Context: an optimization exercise on an open-source flow, tuned for small area and a short achievable clock period. The choices shown serve that exercise and are no tape-out recipe. Where RTL was checked, it was by simulation tests only, not by an equivalence proof against the original. Power figures rest on the tool's default switching activity, not on a simulated workload.

## the baseline
==> flow/design.v <==
module fb_slot_scheduler (
    input  logic        aclk,
    input  logic        reset_i,
    output logic [7:0]  m_slot_tdata,
    output logic        m_slot_tvalid,
    input  logic        m_slot_tready,
    input  logic [7:0]  s_done_tdata,
    input  logic        s_done_tvalid,
    output logic        s_done_tready,
    input  logic [31:0] s_nack_tdata,
    input  logic        s_nack_tvalid,
    output logic        s_nack_tready,
    output logic [31:0] m_event_tdata,
    output logic        m_event_tvalid,
    input  logic        m_event_tready,
    input  logic [15:0] s_ack_tdata,
    input  logic        s_ack_tvalid,
    output logic        s_ack_tready,
    output logic        allow_o,
    output logic [8:0]  allow_count_o,
    output logic        err_o
);
    function automatic logic [255:0] dec8(input logic [7:0] x, input logic en);
        logic [15:0] lo, hi;
        lo = 16'd1 << x[3:0];
        hi = en ? (16'd1 << x[7:4]) : 16'd0;
        for (int i = 0; i < 256; i++) dec8[i] = hi[i / 16] & lo[i % 16];
    endfunction
    logic [7:0]   fifo_mem [256];
    logic [7:0]   head_q, rdn_q, rdn2_q, wr_q;
    logic [7:0]   rde_q, rdo_q, lw_addr_q, lw_data_q;
    logic         lw_v_q, nb_q, rr_q;
    logic [7:0]   lw2_addr_q, lw2_data_q;
    logic         lw2_v_q;
    logic [8:0]   count_q;
    logic         run_q, vld_q, full_q;
    logic [255:0] busy_q;
    logic         pop, ack_fire, ack_pre, ack_busy, ack_ok, push;
    logic [7:0]   ack_slot, wdata, rdata;
    logic [255:0] asel, hsel;
    logic         cnt0, cnt1, cnt255, cnt_ge2;
    logic [8:0]   count_d;
    logic [7:0]   wr_inc;
    logic         ev_free;
    assign ack_slot = s_ack_tdata[7:0];
    assign pop      = vld_q && m_slot_tready;
    assign ack_fire = run_q && s_ack_tvalid;
    assign ack_pre  = ack_fire && (s_ack_tdata[11:8] == 4'h0);
    logic       clr_v_q;
    logic [7:0] clr_slot_q;
    assign asel     = dec8(clr_slot_q, clr_v_q);
    assign ack_busy = busy_q[ack_slot] && !(clr_v_q && clr_slot_q == ack_slot);
    assign ack_ok   = ack_pre && ack_busy;
    assign push     = run_q ? ack_ok : !full_q;
    assign wdata    = run_q ? ack_slot : wr_q;
    assign cnt0    = (count_q == 9'd0);
    assign cnt1    = (count_q == 9'd1);
    assign cnt255  = (count_q == 9'd255);
    assign cnt_ge2 = (count_q[8:1] != 8'd0);
    assign wr_inc  = wr_q + 8'd1;
    logic [8:0] inc_t, dec_t, cnt_push, cnt_nopush;
    always_comb begin
        for (int i = 0; i < 9; i++) begin
            inc_t[i] = 1'b1;
            dec_t[i] = 1'b1;
            for (int j = 0; j < i; j++) begin
                inc_t[i] = inc_t[i] & count_q[j];
                dec_t[i] = dec_t[i] & !count_q[j];
            end
        end
    end
    assign cnt_push   = count_q ^ (inc_t & {9{!pop}});
    assign cnt_nopush = count_q ^ (dec_t & {9{pop}});
    assign count_d    = ({9{push}} & cnt_push) | ({9{!push}} & cnt_nopush);
    assign m_slot_tvalid = vld_q;
    assign m_slot_tdata  = head_q;
    assign s_ack_tready  = run_q;
    assign allow_count_o = count_q;
    assign ev_free       = !m_event_tvalid || m_event_tready;
    assign s_nack_tready = nb_q || (rr_q && m_event_tready);
    assign s_done_tready = s_nack_tready && !s_nack_tvalid;
    assign hsel = dec8(head_q, pop);
    always_ff @(posedge aclk) begin
        if (lw_v_q) fifo_mem[lw_addr_q] <= lw_data_q;
    end
    always_ff @(posedge aclk) begin
        rde_q     <= fifo_mem[{rdn2_q[7:1], 1'b0}];
        rdo_q     <= fifo_mem[{rdn_q[7:1], 1'b1}];
        lw_v_q    <= !full_q;
        lw_addr_q <= wr_q;
        lw_data_q <= wdata;
        lw2_v_q    <= lw_v_q;
        lw2_addr_q <= lw_addr_q;
        lw2_data_q <= lw_data_q;
    end
    assign rdata = (lw_v_q && lw_addr_q == rdn_q)   ? lw_data_q  :
                   (lw2_v_q && lw2_addr_q == rdn_q) ? lw2_data_q :
                   (rdn_q[0] ? rdo_q : rde_q);
    always_ff @(posedge aclk) begin
        if (pop)       head_q <= cnt1 ? wdata : rdata;
        else if (cnt0) head_q <= wdata;
    end
    always_ff @(posedge aclk) begin
        for (int i = 0; i < 256; i++)
            busy_q[i] <= run_q && (hsel[i] || (busy_q[i] && !asel[i]));
    end
    always_ff @(posedge aclk) begin
        clr_v_q    <= ack_ok;
        clr_slot_q <= ack_slot;
    end
    always_ff @(posedge aclk or posedge reset_i) begin
        if (reset_i) begin
            run_q   <= 1'b0;
            vld_q   <= 1'b0;
            full_q  <= 1'b0;
            rdn_q   <= 8'd1;
            rdn2_q  <= 8'd2;
            wr_q    <= 8'd0;
            count_q <= 9'd0;
            allow_o <= 1'b0;
            err_o   <= 1'b0;
        end else begin
            if (!run_q && full_q) run_q <= 1'b1;
            vld_q   <= (run_q || full_q) && (cnt_ge2 || (cnt1 && (push || !pop)) || (cnt0 && push));
            full_q  <= (full_q && (push || !pop)) || (cnt255 && push && !pop);
            if (push) wr_q  <= wr_inc;
            if (pop)  rdn_q <= rdn2_q;
            if (pop)  rdn2_q <= rdn2_q + 8'd1;
            count_q <= count_d;
            allow_o <= ack_fire && s_ack_tdata[15];
            if (ack_fire && !ack_ok) err_o <= 1'b1;
        end
    end
    logic [7:0] ev_slot_q;
    logic       evv_d;
    assign evv_d = ev_free ? (run_q && (s_nack_tvalid || s_done_tvalid)) : m_event_tvalid;
    always_ff @(posedge aclk or posedge reset_i) begin
        if (reset_i) begin
            m_event_tvalid <= 1'b0;
            nb_q           <= 1'b0;
            rr_q           <= 1'b0;
        end else begin
            m_event_tvalid <= evv_d;
            nb_q           <= (run_q || full_q) && !evv_d;
            rr_q           <= run_q || full_q;
        end
    end
    always_ff @(posedge aclk) begin
        if (ev_free) ev_slot_q <= s_nack_tvalid ? s_nack_tdata[7:0] : s_done_tdata[7:0];
    end
    assign m_event_tdata = {12'b0, ev_slot_q, 12'b0};
endmodule
make LEC_CHECK=0 CAP_MARGIN=20 CORE_MARGIN=2 CORE_UTILIZATION=55 CTS_BUF_LIST=sky130_fd_sc_hd__clkbuf_8 CTS_CLUSTER_DIAMETER=60 CTS_CLUSTER_SIZE=16 PLACE_DENSITY=0.7 SETUP_SLACK_MARGIN=3.85 SLEW_MARGIN=20 finish   # period 7.0 ns
run.sh (not shown) runs the stock make flow with config.mk's settings and CLKGATE_MAP_FILE= SYNTH_SCRIPT=/design/flow/synth_recipe.tcl, a recipe that flattens the netlist after the stock synthesis.
The baseline finished end to end and its layout was clean on timing, DRC and antenna.
Input changes introduced in the candidate (baseline for comparison: the baseline):
--- a/flow/design.v
+++ b/flow/design.v
@@ -27,14 +27,12 @@
         for (int i = 0; i < 256; i++) dec8[i] = hi[i / 16] & lo[i % 16];
     endfunction
     logic [7:0]   fifo_mem [256];
     logic [7:0]   head_q, rdn_q, rdn2_q, wr_q;
     logic [7:0]   rde_q, rdo_q, lw_addr_q, lw_data_q;
     logic         lw_v_q, nb_q, rr_q;
-    logic [7:0]   lw2_addr_q, lw2_data_q;
-    logic         lw2_v_q;
     logic [8:0]   count_q;
     logic         run_q, vld_q, full_q;
     logic [255:0] busy_q;
     logic         pop, ack_fire, ack_pre, ack_busy, ack_ok, push;
     logic [7:0]   ack_slot, wdata, rdata;
     logic [255:0] asel, hsel;
@@ -78,27 +76,22 @@
     assign allow_count_o = count_q;
     assign ev_free       = !m_event_tvalid || m_event_tready;
     assign s_nack_tready = nb_q || (rr_q && m_event_tready);
     assign s_done_tready = s_nack_tready && !s_nack_tvalid;
     assign hsel = dec8(head_q, pop);
     always_ff @(posedge aclk) begin
-        if (lw_v_q) fifo_mem[lw_addr_q] <= lw_data_q;
+        if (!full_q) fifo_mem[wr_q] <= wdata;
     end
     always_ff @(posedge aclk) begin
         rde_q     <= fifo_mem[{rdn2_q[7:1], 1'b0}];
         rdo_q     <= fifo_mem[{rdn_q[7:1], 1'b1}];
         lw_v_q    <= !full_q;
         lw_addr_q <= wr_q;
         lw_data_q <= wdata;
-        lw2_v_q    <= lw_v_q;
-        lw2_addr_q <= lw_addr_q;
-        lw2_data_q <= lw_data_q;
     end
-    assign rdata = (lw_v_q && lw_addr_q == rdn_q)   ? lw_data_q  :
-                   (lw2_v_q && lw2_addr_q == rdn_q) ? lw2_data_q :
-                   (rdn_q[0] ? rdo_q : rde_q);
+    assign rdata = (lw_v_q && lw_addr_q == rdn_q) ? lw_data_q : (rdn_q[0] ? rdo_q : rde_q);
     always_ff @(posedge aclk) begin
         if (pop)       head_q <= cnt1 ? wdata : rdata;
         else if (cnt0) head_q <= wdata;
     end
     always_ff @(posedge aclk) begin
         for (int i = 0; i < 256; i++)
==> comparison <==
The candidate finished every stage and its layout cleared the timing, design-rule and antenna checks.
The baseline has higher register fraction of the total cell area than the candidate.
The candidate against the baseline: sum of met3 wire segment lengths after detailed routing essentially unchanged; internal power component now sits lower.
Going from the baseline to the candidate, routed wire length on met2 shrinks by 0.36%.
The more densely filled core belongs to the candidate, not the baseline.
Actual transition at the worst max-transition pin: the candidate < the baseline
NOTE layout sequential cell count the baseline->the candidate decreased slightly
The initial core utilization was comparable across the candidate and the baseline.

========
// fb_slot_scheduler: RTL as listed in full above, without the edits since
clock: 7.0 ns
lec_check: 0
cap_margin: 20
core_margin: 2
core_utilization: 55
cts_buf_list: sky130_fd_sc_hd__clkbuf_8
cts_cluster_diameter: 60
cts_cluster_size: 16
place_density: 0.7
setup_slack_margin: 3.6
slew_margin: 20
Then changed:
--- a/flow/design.v
+++ b/flow/design.v
@@ -31,6 +31,4 @@
     logic [7:0]   rde_q, rdo_q, lw_addr_q, lw_data_q;
     logic         lw_v_q, nb_q, rr_q;
-    logic [7:0]   lw2_addr_q, lw2_data_q;
-    logic         lw2_v_q;
     logic [8:0]   count_q;
     logic         run_q, vld_q, full_q;
@@ -47,8 +45,6 @@
     assign ack_fire = run_q && s_ack_tvalid;
     assign ack_pre  = ack_fire && (s_ack_tdata[11:8] == 4'h0);
-    logic       clr_v_q;
-    logic [7:0] clr_slot_q;
-    assign asel     = dec8(clr_slot_q, clr_v_q);
-    assign ack_busy = busy_q[ack_slot] && !(clr_v_q && clr_slot_q == ack_slot);
+    assign asel     = dec8(ack_slot, 1'b1);
+    assign ack_busy = busy_q[ack_slot];
     assign ack_ok   = ack_pre && ack_busy;
     assign push     = run_q ? ack_ok : !full_q;
@@ -82,5 +78,5 @@
     assign hsel = dec8(head_q, pop);
     always_ff @(posedge aclk) begin
-        if (lw_v_q) fifo_mem[lw_addr_q] <= lw_data_q;
+        if (!full_q) fifo_mem[wr_q] <= wdata;
     end
     always_ff @(posedge aclk) begin
@@ -90,11 +86,6 @@
         lw_addr_q <= wr_q;
         lw_data_q <= wdata;
-        lw2_v_q    <= lw_v_q;
-        lw2_addr_q <= lw_addr_q;
-        lw2_data_q <= lw_data_q;
     end
-    assign rdata = (lw_v_q && lw_addr_q == rdn_q)   ? lw_data_q  :
-                   (lw2_v_q && lw2_addr_q == rdn_q) ? lw2_data_q :
-                   (rdn_q[0] ? rdo_q : rde_q);
+    assign rdata = (lw_v_q && lw_addr_q == rdn_q) ? lw_data_q : (rdn_q[0] ? rdo_q : rde_q);
     always_ff @(posedge aclk) begin
         if (pop)       head_q <= cnt1 ? wdata : rdata;
@@ -103,9 +94,5 @@
     always_ff @(posedge aclk) begin
         for (int i = 0; i < 256; i++)
-            busy_q[i] <= run_q && (hsel[i] || (busy_q[i] && !asel[i]));
-    end
-    always_ff @(posedge aclk) begin
-        clr_v_q    <= ack_ok;
-        clr_slot_q <= ack_slot;
+            busy_q[i] <= run_q && (hsel[i] || (busy_q[i] && !(ack_pre && asel[i])));
     end
     always_ff @(posedge aclk or posedge reset_i) begin
Synthesized area fell by 1.3%; clock skew fell by 41 ps; design area fell by 1.3%; clock power is about the same; routed wire length fell by 0.51%; critical path depth is unchanged; worst setup slack degrades by 130 ps; cell count fell by 4.0%; total power fell by 2.5%; sequential share of layout area rose by 0.34 points.

========
garnet:
RTL: one of the versions met above, not the one the previous note started from.
==> module fb_slot_scheduler, before the edit <==
module fb_slot_scheduler (
    input  logic        aclk,
    input  logic        reset_i,
    output logic [7:0]  m_slot_tdata,
    output logic        m_slot_tvalid,
    input  logic        m_slot_tready,
    input  logic [7:0]  s_done_tdata,
    input  logic        s_done_tvalid,
    output logic        s_done_tready,
    input  logic [31:0] s_nack_tdata,
    input  logic        s_nack_tvalid,
    output logic        s_nack_tready,
    output logic [31:0] m_event_tdata,
    output logic        m_event_tvalid,
    input  logic        m_event_tready,
    input  logic [15:0] s_ack_tdata,
    input  logic        s_ack_tvalid,
    output logic        s_ack_tready,
    output logic        allow_o,
    output logic [8:0]  allow_count_o,
    output logic        err_o
);
    function automatic logic [255:0] dec8(input logic [7:0] x, input logic en);
        logic [15:0] lo, hi;
        lo = 16'd1 << x[3:0];
        hi = en ? (16'd1 << x[7:4]) : 16'd0;
        for (int i = 0; i < 256; i++) dec8[i] = hi[i / 16] & lo[i % 16];
    endfunction
    logic [7:0]   fifo_mem [256];
    logic [7:0]   head_q, rdn_q, rdn2_q, wr_q;
    logic [7:0]   rde_q, rdo_q, lw_addr_q, lw_data_q;
    logic         lw_v_q, nb_q, rr_q;
    logic [8:0]   count_q;
    logic         run_q, vld_q, full_q;
    logic [255:0] busy_q;
    logic         pop, ack_fire, ack_pre, ack_busy, ack_ok, push;
    logic [7:0]   ack_slot, wdata, rdata;
    logic [255:0] asel, hsel;
    logic         cnt0, cnt1, cnt255, cnt_ge2;
    logic [8:0]   count_d;
    logic [7:0]   wr_inc;
    logic         ev_free;
    assign ack_slot = s_ack_tdata[7:0];
    assign pop      = vld_q && m_slot_tready;
    assign ack_fire = run_q && s_ack_tvalid;
    assign ack_pre  = ack_fire && (s_ack_tdata[11:8] == 4'h0);
    assign asel     = dec8(ack_slot, 1'b1);
    assign ack_busy = busy_q[ack_slot];
    assign ack_ok   = ack_pre && ack_busy;
    assign push     = run_q ? ack_ok : !full_q;
    assign wdata    = run_q ? ack_slot : wr_q;
    assign cnt0    = (count_q == 9'd0);
    assign cnt1    = (count_q == 9'd1);
    assign cnt255  = (count_q == 9'd255);
    assign cnt_ge2 = (count_q[8:1] != 8'd0);
    assign wr_inc  = wr_q + 8'd1;
    logic [8:0] inc_t, dec_t, cnt_push, cnt_nopush;
    always_comb begin
        for (int i = 0; i < 9; i++) begin
            inc_t[i] = 1'b1;
            dec_t[i] = 1'b1;
            for (int j = 0; j < i; j++) begin
                inc_t[i] = inc_t[i] & count_q[j];
                dec_t[i] = dec_t[i] & !count_q[j];
            end
        end
    end
    assign cnt_push   = count_q ^ (inc_t & {9{!pop}});
    assign cnt_nopush = count_q ^ (dec_t & {9{pop}});
    assign count_d    = ({9{push}} & cnt_push) | ({9{!push}} & cnt_nopush);
    assign m_slot_tvalid = vld_q;
    assign m_slot_tdata  = head_q;
    assign s_ack_tready  = run_q;
    assign allow_count_o = count_q;
    assign ev_free       = !m_event_tvalid || m_event_tready;
    assign s_nack_tready = nb_q || (rr_q && m_event_tready);
    assign s_done_tready = s_nack_tready && !s_nack_tvalid;
    assign hsel = dec8(head_q, pop);
    always_ff @(posedge aclk) begin
        if (!full_q) fifo_mem[wr_q] <= wdata;
    end
    always_ff @(posedge aclk) begin
        rde_q     <= fifo_mem[{rdn2_q[7:1], 1'b0}];
        rdo_q     <= fifo_mem[{rdn_q[7:1], 1'b1}];
        lw_v_q    <= !full_q;
        lw_addr_q <= wr_q;
        lw_data_q <= wdata;
    end
    assign rdata = (lw_v_q && lw_addr_q == rdn_q) ? lw_data_q : (rdn_q[0] ? rdo_q : rde_q);
    always_ff @(posedge aclk) begin
        if (pop)       head_q <= cnt1 ? wdata : rdata;
        else if (cnt0) head_q <= wdata;
    end
    always_ff @(posedge aclk) begin
        for (int i = 0; i < 256; i++)
            busy_q[i] <= run_q && (hsel[i] || (busy_q[i] && !(ack_pre && asel[i])));
    end
    always_ff @(posedge aclk or posedge reset_i) begin
        if (reset_i) begin
            run_q   <= 1'b0;
            vld_q   <= 1'b0;
            full_q  <= 1'b0;
            rdn_q   <= 8'd1;
            rdn2_q  <= 8'd2;
            wr_q    <= 8'd0;
            count_q <= 9'd0;
            allow_o <= 1'b0;
            err_o   <= 1'b0;
        end else begin
            if (!run_q && full_q) run_q <= 1'b1;
            vld_q   <= (run_q || full_q) && (cnt_ge2 || (cnt1 && (push || !pop)) || (cnt0 && push));
            full_q  <= (full_q && (push || !pop)) || (cnt255 && push && !pop);
            if (push) wr_q  <= wr_inc;
            if (pop)  rdn_q <= rdn2_q;
            if (pop)  rdn2_q <= rdn2_q + 8'd1;
            count_q <= count_d;
            allow_o <= ack_fire && s_ack_tdata[15];
            if (ack_fire && !ack_ok) err_o <= 1'b1;
        end
    end
    logic [7:0] ev_slot_q;
    logic       evv_d;
    assign evv_d = ev_free ? (run_q && (s_nack_tvalid || s_done_tvalid)) : m_event_tvalid;
    always_ff @(posedge aclk or posedge reset_i) begin
        if (reset_i) begin
            m_event_tvalid <= 1'b0;
            nb_q           <= 1'b0;
            rr_q           <= 1'b0;
        end else begin
            m_event_tvalid <= evv_d;
            nb_q           <= (run_q || full_q) && !evv_d;
            rr_q           <= run_q || full_q;
        end
    end
    always_ff @(posedge aclk) begin
        if (ev_free) ev_slot_q <= s_nack_tvalid ? s_nack_tdata[7:0] : s_done_tdata[7:0];
    end
    assign m_event_tdata = {12'b0, ev_slot_q, 12'b0};
endmodule
Settings: LEC_CHECK=0, CAP_MARGIN=20, CORE_MARGIN=2, CORE_UTILIZATION=45, PLACE_DENSITY=0.6, SETUP_SLACK_MARGIN=3.6, SLEW_MARGIN=20; clock period 7.0 ns.
#### Input delta (willow over garnet)
diff --git a/flow/design.v b/flow/design.v
--- a/flow/design.v
+++ b/flow/design.v
@@ -27,15 +27,13 @@
         for (int i = 0; i < 256; i++) dec8[i] = hi[i / 16] & lo[i % 16];
     endfunction
     logic [7:0]   fifo_mem [256];
-    logic [7:0]   head_q, rdn_q, rdn2_q, wr_q;
-    logic [7:0]   rde_q, rdo_q, lw_addr_q, lw_data_q;
-    logic         lw_v_q, nb_q, rr_q;
+    logic [7:0]   head_q, rdn_q, wr_q;
     logic [8:0]   count_q;
     logic         run_q, vld_q, full_q;
     logic [255:0] busy_q;
     logic         pop, ack_fire, ack_pre, ack_busy, ack_ok, push;
     logic [7:0]   ack_slot, wdata, rdata;
-    logic [255:0] asel, hsel;
+    logic [255:0] wsel, rsel, asel, hsel;
     logic         cnt0, cnt1, cnt255, cnt_ge2;
     logic [8:0]   count_d;
     logic [7:0]   wr_inc;
@@ -45,7 +43,7 @@
     assign ack_fire = run_q && s_ack_tvalid;
     assign ack_pre  = ack_fire && (s_ack_tdata[11:8] == 4'h0);
     assign asel     = dec8(ack_slot, 1'b1);
-    assign ack_busy = busy_q[ack_slot];
+    assign ack_busy = |(busy_q & asel);
     assign ack_ok   = ack_pre && ack_busy;
     assign push     = run_q ? ack_ok : !full_q;
     assign wdata    = run_q ? ack_slot : wr_q;
@@ -73,20 +71,19 @@
     assign s_ack_tready  = run_q;
     assign allow_count_o = count_q;
     assign ev_free       = !m_event_tvalid || m_event_tready;
-    assign s_nack_tready = nb_q || (rr_q && m_event_tready);
-    assign s_done_tready = s_nack_tready && !s_nack_tvalid;
+    assign s_nack_tready = run_q && ev_free;
+    assign s_done_tready = run_q && ev_free && !s_nack_tvalid;
+    assign wsel = dec8(wr_q, !full_q);
+    assign rsel = dec8(rdn_q, 1'b1);
     assign hsel = dec8(head_q, pop);
     always_ff @(posedge aclk) begin
-        if (!full_q) fifo_mem[wr_q] <= wdata;
+        for (int i = 0; i < 256; i++)
+            if (wsel[i]) fifo_mem[i] <= wdata;
     end
-    always_ff @(posedge aclk) begin
-        rde_q     <= fifo_mem[{rdn2_q[7:1], 1'b0}];
-        rdo_q     <= fifo_mem[{rdn_q[7:1], 1'b1}];
-        lw_v_q    <= !full_q;
-        lw_addr_q <= wr_q;
-        lw_data_q <= wdata;
+    always_comb begin
+        rdata = 8'd0;
+        for (int i = 0; i < 256; i++) rdata = rdata | (fifo_mem[i] & {8{rsel[i]}});
     end
-    assign rdata = (lw_v_q && lw_addr_q == rdn_q) ? lw_data_q : (rdn_q[0] ? rdo_q : rde_q);
     always_ff @(posedge aclk) begin
         if (pop)       head_q <= cnt1 ? wdata : rdata;
         else if (cnt0) head_q <= wdata;
@@ -101,7 +98,6 @@
             vld_q   <= 1'b0;
             full_q  <= 1'b0;
             rdn_q   <= 8'd1;
-            rdn2_q  <= 8'd2;
             wr_q    <= 8'd0;
             count_q <= 9'd0;
             allow_o <= 1'b0;
@@ -111,26 +107,16 @@
             vld_q   <= (run_q || full_q) && (cnt_ge2 || (cnt1 && (push || !pop)) || (cnt0 && push));
             full_q  <= (full_q && (push || !pop)) || (cnt255 && push && !pop);
             if (push) wr_q  <= wr_inc;
-            if (pop)  rdn_q <= rdn2_q;
-            if (pop)  rdn2_q <= rdn2_q + 8'd1;
+            if (pop)  rdn_q <= rdn_q + 8'd1;
             count_q <= count_d;
             allow_o <= ack_fire && s_ack_tdata[15];
             if (ack_fire && !ack_ok) err_o <= 1'b1;
         end
     end
     logic [7:0] ev_slot_q;
-    logic       evv_d;
-    assign evv_d = ev_free ? (run_q && (s_nack_tvalid || s_done_tvalid)) : m_event_tvalid;
     always_ff @(posedge aclk or posedge reset_i) begin
-        if (reset_i) begin
-            m_event_tvalid <= 1'b0;
-            nb_q           <= 1'b0;
-            rr_q           <= 1'b0;
-        end else begin
-            m_event_tvalid <= evv_d;
-            nb_q           <= (run_q || full_q) && !evv_d;
-            rr_q           <= run_q || full_q;
-        end
+        if (reset_i) m_event_tvalid <= 1'b0;
+        else if (ev_free) m_event_tvalid <= run_q && (s_nack_tvalid || s_done_tvalid);
     end
     always_ff @(posedge aclk) begin
         if (ev_free) ev_slot_q <= s_nack_tvalid ? s_nack_tdata[7:0] : s_done_tdata[7:0];
Average detailed-routed wire length per instance, willow and garnet: smaller value in garnet. NOTE wire length garnet->willow increased by more than 100%. For the share of total power in combinational logic, willow came in 9.9 points lower than garnet did. Total power: willow and garnet compared, lower one is willow. willow vs. garnet: sequential share of layout area decreased 4.2 points, number of sequential storage elements decreased 1.8%.
Only the layout flow was run in willow; the RTL was not checked for function there.

## what the ideal ports hide
The results above use ideal ports. As a check the final layouts listed here were re-extracted and re-timed, cells and wires unchanged. Step 1, drivers: a clkbuf_16 drives aclk and a buf_2 each remaining input, both assumed. Step 2, shift: input delay + t, output delay - t, t = (earliest + latest rising clock arrival at the registers) / 2. This alone moves slack from input paths to output paths. Slacks: ideal ports / drivers / drivers and shift; pairs: ideal ports / drivers.
run | shift t [ns] | slack for setup (ns) | worst setup path at the end | worst register clock-pin slew, ns
the baseline | 1.034 | 3.705 / 3.668 / 2.751 | input to register | 0.11 / 0.11
the candidate | 1.051 | 3.528 / 3.323 / 2.272 | input to register | 0.11 / 0.11
the first run of note 2 | 1.042 | 3.600 / 3.631 / 2.608 | input to register | 0.11 / 0.11
the second run of note 2 | 1.040 | 3.467 / 3.497 / 2.457 | input to register | 0.11 / 0.11
garnet | 0.941 | 3.564 / 3.368 / 2.427 | input to register | 0.07 / 0.07
willow | 1.101 | 2.557 / 2.557 / 2.169 | input to register | 0.07 / 0.07
After both steps setup and hold are still met in every run listed. For the candidate, which loses most, drivers alone change the setup slack by -0.205 ns; drivers and shift together by -1.256 ns.
